This design comes from an exercise in tuning for small area and a short achievable clock period on the open sky130 flow, not from production work. Only simulation tests tie the RTL to the original design; equivalence was not proved. The flow treats the clock pin as an ideal source, which a real chip does not have. No activity file was given, so power comes from the tool's default toggle rates.

==> v11: inputs <==
Design frame_detector, start of the top module:
module frame_detector #(
  parameter int FIFO_DEPTH = 4
) (
  input  logic        clk_in,
  input  logic        rst_n,
  input  logic [15:0] data_in,
  output logic        data_out_ch1, data_out_ch2, data_out_ch3, data_out_ch4,
  output logic        data_out_ch5, data_out_ch6, data_out_ch7, data_out_ch8,
  output logic        data_vld_ch1, data_vld_ch2, data_vld_ch3, data_vld_ch4,
  output logic        data_vld_ch5, data_vld_ch6, data_vld_ch7, data_vld_ch8,
  output logic        fifo_empty,
  output logic        fifo_full,
  output logic        crc_valid_o,
  output logic        crc_err
);
  localparam logic [15:0] HEADER_WORD  = frame_detector_pkg::HEADER_WORD;
  localparam logic [15:0] TRAILER_WORD = frame_detector_pkg::TRAILER_WORD;
  localparam int          MAX_WORDS    = frame_detector_pkg::MAX_WORDS;
  localparam int          NSLOT        = FIFO_DEPTH + 1;
  localparam logic [2:0]  P_SKIP       = frame_detector_pkg::P_SKIP;
  localparam logic [2:0]  P_HUNT       = frame_detector_pkg::P_HUNT;
  localparam logic [2:0]  P_HDR2       = frame_detector_pkg::P_HDR2;
  localparam logic [2:0]  P_CHAN       = frame_detector_pkg::P_CHAN;
  ...
clock: 14.0 ns
lec_check: 0
cap_margin: 20
core_margin: 2
core_utilization: 40
place_density: 0.6
slew_margin: 20
standard.sh (not shown) runs the stock make flow with config.mk's settings and CLKGATE_MAP_FILE= SYNTH_SCRIPT=/design/flow/synth_recipe.tcl, a recipe that flattens the netlist after the stock synthesis.
==> flow/flow/run.sh <==
#!/bin/bash
# The standard layout (standard synthesis unchanged), with:
#  - timing repair asked for more setup slack than the clock needs, so the
#    resizer works on the paths that set the achieved period (same SDC);
#  - larger clock-sink clusters on a denser floorplan;
#  - ports buffered with buf_2 (the resizer still upsizes where timing needs).
# The make output goes to standard_finish.log; ORFS keeps each step's log
# under orfs/logs.
set -euo pipefail
bash standard.sh \
  SETUP_SLACK_MARGIN=10.4 \
  CTS_CLUSTER_SIZE=25 CTS_CLUSTER_DIAMETER=100 \
  CORE_UTILIZATION=58 PLACE_DENSITY=0.75 \
  POST_CTS_TCL="$PWD/flow/post_cts.tcl" \
  BUFFER_PORTS_ARGS="-buffer_cell sky130_fd_sc_hd__buf_2" \
  finish > standard_finish.log 2>&1
==> flow/flow/post_cts.tcl <==
# After CTS:
# 2. If then every clock path is port -> first-level buffer -> leaf buffer ->
#    register, turn both levels of clkbuf_16 into clkinv_16: two inversions
#    keep the clock's polarity with less delay. Then legalize placement.
set block [ord::get_db_block]
set clk_port [expr {[info exists ::env(FLOW_CLK_PORT)] ? $::env(FLOW_CLK_PORT) : "clk_in"}]
set clk_net [$block findNet $clk_port]

proc is_clkbuf {inst} { string match "sky130_fd_sc_hd__clkbuf_*" [[$inst getMaster] getName] }
proc out_net {inst} {
  foreach it [$inst getITerms] {
    if {[$it isOutputSignal]} {
      set n [$it getNet]
      if {$n eq "NULL"} { return "" }
      return $n
    }
  }
  return ""
}
proc loads {net drv} {
  set r {}
  foreach it [$net getITerms] {
    if {[$it getInst] ne $drv && [$it isInputSignal]} { lappend r $it }
  }
  return $r
}

set iterms [$clk_net getITerms]
if {[llength $iterms] == 1} {
  set root [[lindex $iterms 0] getInst]
  set onet [out_net $root]
  set sinks [loads $onet $root]
  set ok [expr {[is_clkbuf $root] && [llength $sinks] <= 4}]
  foreach it $sinks { if {![is_clkbuf [$it getInst]]} { set ok 0 } }
  if {$ok} {
    puts "post_cts: removing root buffer [$root getName], port now feeds [llength $sinks] buffers"
    foreach it $sinks { $it disconnect; $it connect $clk_net }
    odb::dbInst_destroy $root
    odb::dbNet_destroy $onet
  } else {
    puts "post_cts: root buffer kept"
  }
}

# classify the clock tree
set l1 {}
set leaves {}
set ok 1
foreach it [$clk_net getITerms] {
  set inst [$it getInst]
  if {![is_clkbuf $inst]} { set ok 0; break }
  lappend l1 $inst
}
if {$ok && [llength $l1] > 4} { set ok 0 }
if {$ok} {
  foreach b $l1 {
    set n [out_net $b]
    foreach it [loads $n $b] {
      set inst [$it getInst]
      set m [[$inst getMaster] getName]
      if {[out_net $inst] eq ""} { continue } ;# dummy load
      if {$m ne "sky130_fd_sc_hd__clkbuf_16"} { set ok 0; break }
      lappend leaves $inst
    }
  }
}
if {$ok} {
  foreach b $leaves {
    set n [out_net $b]
    foreach it [loads $n $b] {
      set inst [$it getInst]
      set m [[$inst getMaster] getName]
      if {[out_net $inst] eq ""} { continue }
      if {![string match "sky130_fd_sc_hd__df*" $m] && ![string match "sky130_fd_sc_hd__edf*" $m]} { set ok 0; break }
    }
  }
}
foreach b $l1 { if {[[$b getMaster] getName] ne "sky130_fd_sc_hd__clkbuf_16"} { set ok 0 } }
if {$ok} {
  set inv [[ord::get_db] findMaster sky130_fd_sc_hd__clkinv_16]
  foreach b [concat $l1 $leaves] { $b swapMaster $inv }
  puts "post_cts: [llength $l1] first-level and [llength $leaves] leaf clock buffers made inverters"
  detailed_placement
  check_placement -verbose
} else {
  puts "post_cts: clock tree left as buffers"
}
==> inputs of v22, as changes to v11 <==
==> flow/flow/run.sh (replaced) <==
#!/bin/bash
# The standard layout (standard synthesis unchanged), with:
#  - timing repair asked for more setup slack than the clock needs, so the
#    resizer works on the paths that set the achieved period (same SDC);
#  - larger clock-sink clusters on a denser floorplan;
set -euo pipefail
bash standard.sh \
  SETUP_SLACK_MARGIN=10.4 \
  CTS_CLUSTER_SIZE=25 CTS_CLUSTER_DIAMETER=100 \
  CORE_UTILIZATION=50 PLACE_DENSITY=0.7 \
  POST_CTS_TCL="$PWD/flow/post_cts.tcl" \
  finish > standard_finish.log 2>&1
==> flow/flow/post_cts.tcl (replaced) <==
set block [ord::get_db_block]
set clk_port [expr {[info exists ::env(FLOW_CLK_PORT)] ? $::env(FLOW_CLK_PORT) : "clk_in"}]
set clk_net [$block findNet $clk_port]
set iterms [$clk_net getITerms]
if {[llength $iterms] == 1} {
  set root [[lindex $iterms 0] getInst]
  set master [[$root getMaster] getName]
  set out_net [[$root findITerm X] getNet]
  set sinks {}
  foreach it [$out_net getITerms] {
    if {[$it getInst] ne $root} { lappend sinks $it }
  }
  set ok [expr {[string match "*clkbuf*" $master] && [llength $sinks] <= 4}]
  foreach it $sinks {
    if {![string match "*clkbuf*" [[[$it getInst] getMaster] getName]]} { set ok 0 }
  }
  if {$ok} {
    puts "post_cts: removing root buffer [$root getName] ($master), port now feeds [llength $sinks] buffers"
    foreach it $sinks {
      $it disconnect
      $it connect $clk_net
    }
    odb::dbInst_destroy $root
    odb::dbNet_destroy $out_net
  } else {
    puts "post_cts: root buffer kept"
  }
}
==> impl_metrics.csv <==
group,metric,value,unit
final_layout,post-route-cell-area,23600,µm²
timing,holdWs,0.320,ns
final_layout,areaGrowthSynthToFinish,8.52,%
floorplan,die_w,198,µm
clock_network,clk_pin_slew_worst_paths,0.11,ns
power,power-per-cell-area,179,nW/µm²
power,power.share.switching,0.238,
route,wl_met3,1980,µm
worst_setup_path,timing.critical_path.from,"r_empty",
global_routing,grt_util_met2,0.308,
final_layout,ratio_of_cells_with_drive_above_1_in_the_final_layout,0.150,
power,p_sw,1000,µW
placement,post_dp_cell_area,22400,µm²
power,power.ir.vdd_worst,0.113,mV
route,overall_routed_net_length,37100,µm
power,leakage,0.00909,µW
route,viasPerCell,5.35,
power,power,4220,µW
outcome,run_status,"timing/DRC/antenna clean",
floorplan,floorplan.initialDensity,0.590,
(the above is from v11)
==> impl_metrics.csv <==
group,metric,value,unit
power,p_sw,1010,µW
floorplan,floorplan.initialDensity,0.505,
power,power.share.switching,0.238,
power,power,4240,µW
floorplan,die_w,212,µm
route,viasPerCell,5.02,
final_layout,areaGrowthSynthToFinish,9.90,%
power,leakage,0.00912,µW
placement,post_dp_cell_area,22800,µm²
final_layout,ratio_of_cells_with_drive_above_1_in_the_final_layout,0.140,
timing,holdWs,0.323,ns
route,wl_met3,1820,µm
outcome,run_status,"timing/DRC/antenna clean",
final_layout,post-route-cell-area,23900,µm²
(the above is from v22)

## re-timing with driven ports
No port has a modelled driver above. Below, the same layouts with a new extraction and two added sets of constraints. Step 1: set_driving_cell puts a clkbuf_16 on clk_in and a buf_2 on each other input, an assumption about the parent block. Step 2 adds t to the input delays and takes it off the output delays; t is the mean of the earliest and latest rising clock arrival at the registers after step 1. Input paths then give back, and output paths get back, about the clock's delay inside the block. Slacks: ideal / step 1 / step 2; pairs: ideal / step 1.
run | shift t [ns] | setup slack, ns | cell pins on the clock port's net
v11 | 0.483 | 10.341 / 10.237 / 10.153 | 4
v22 | 0.492 | 10.326 / 10.214 / 10.164 | 4
After both steps setup and hold are still met in every run listed. For v11, which loses most, drivers alone change the setup slack by -0.104 ns; drivers and shift together by -0.188 ns.
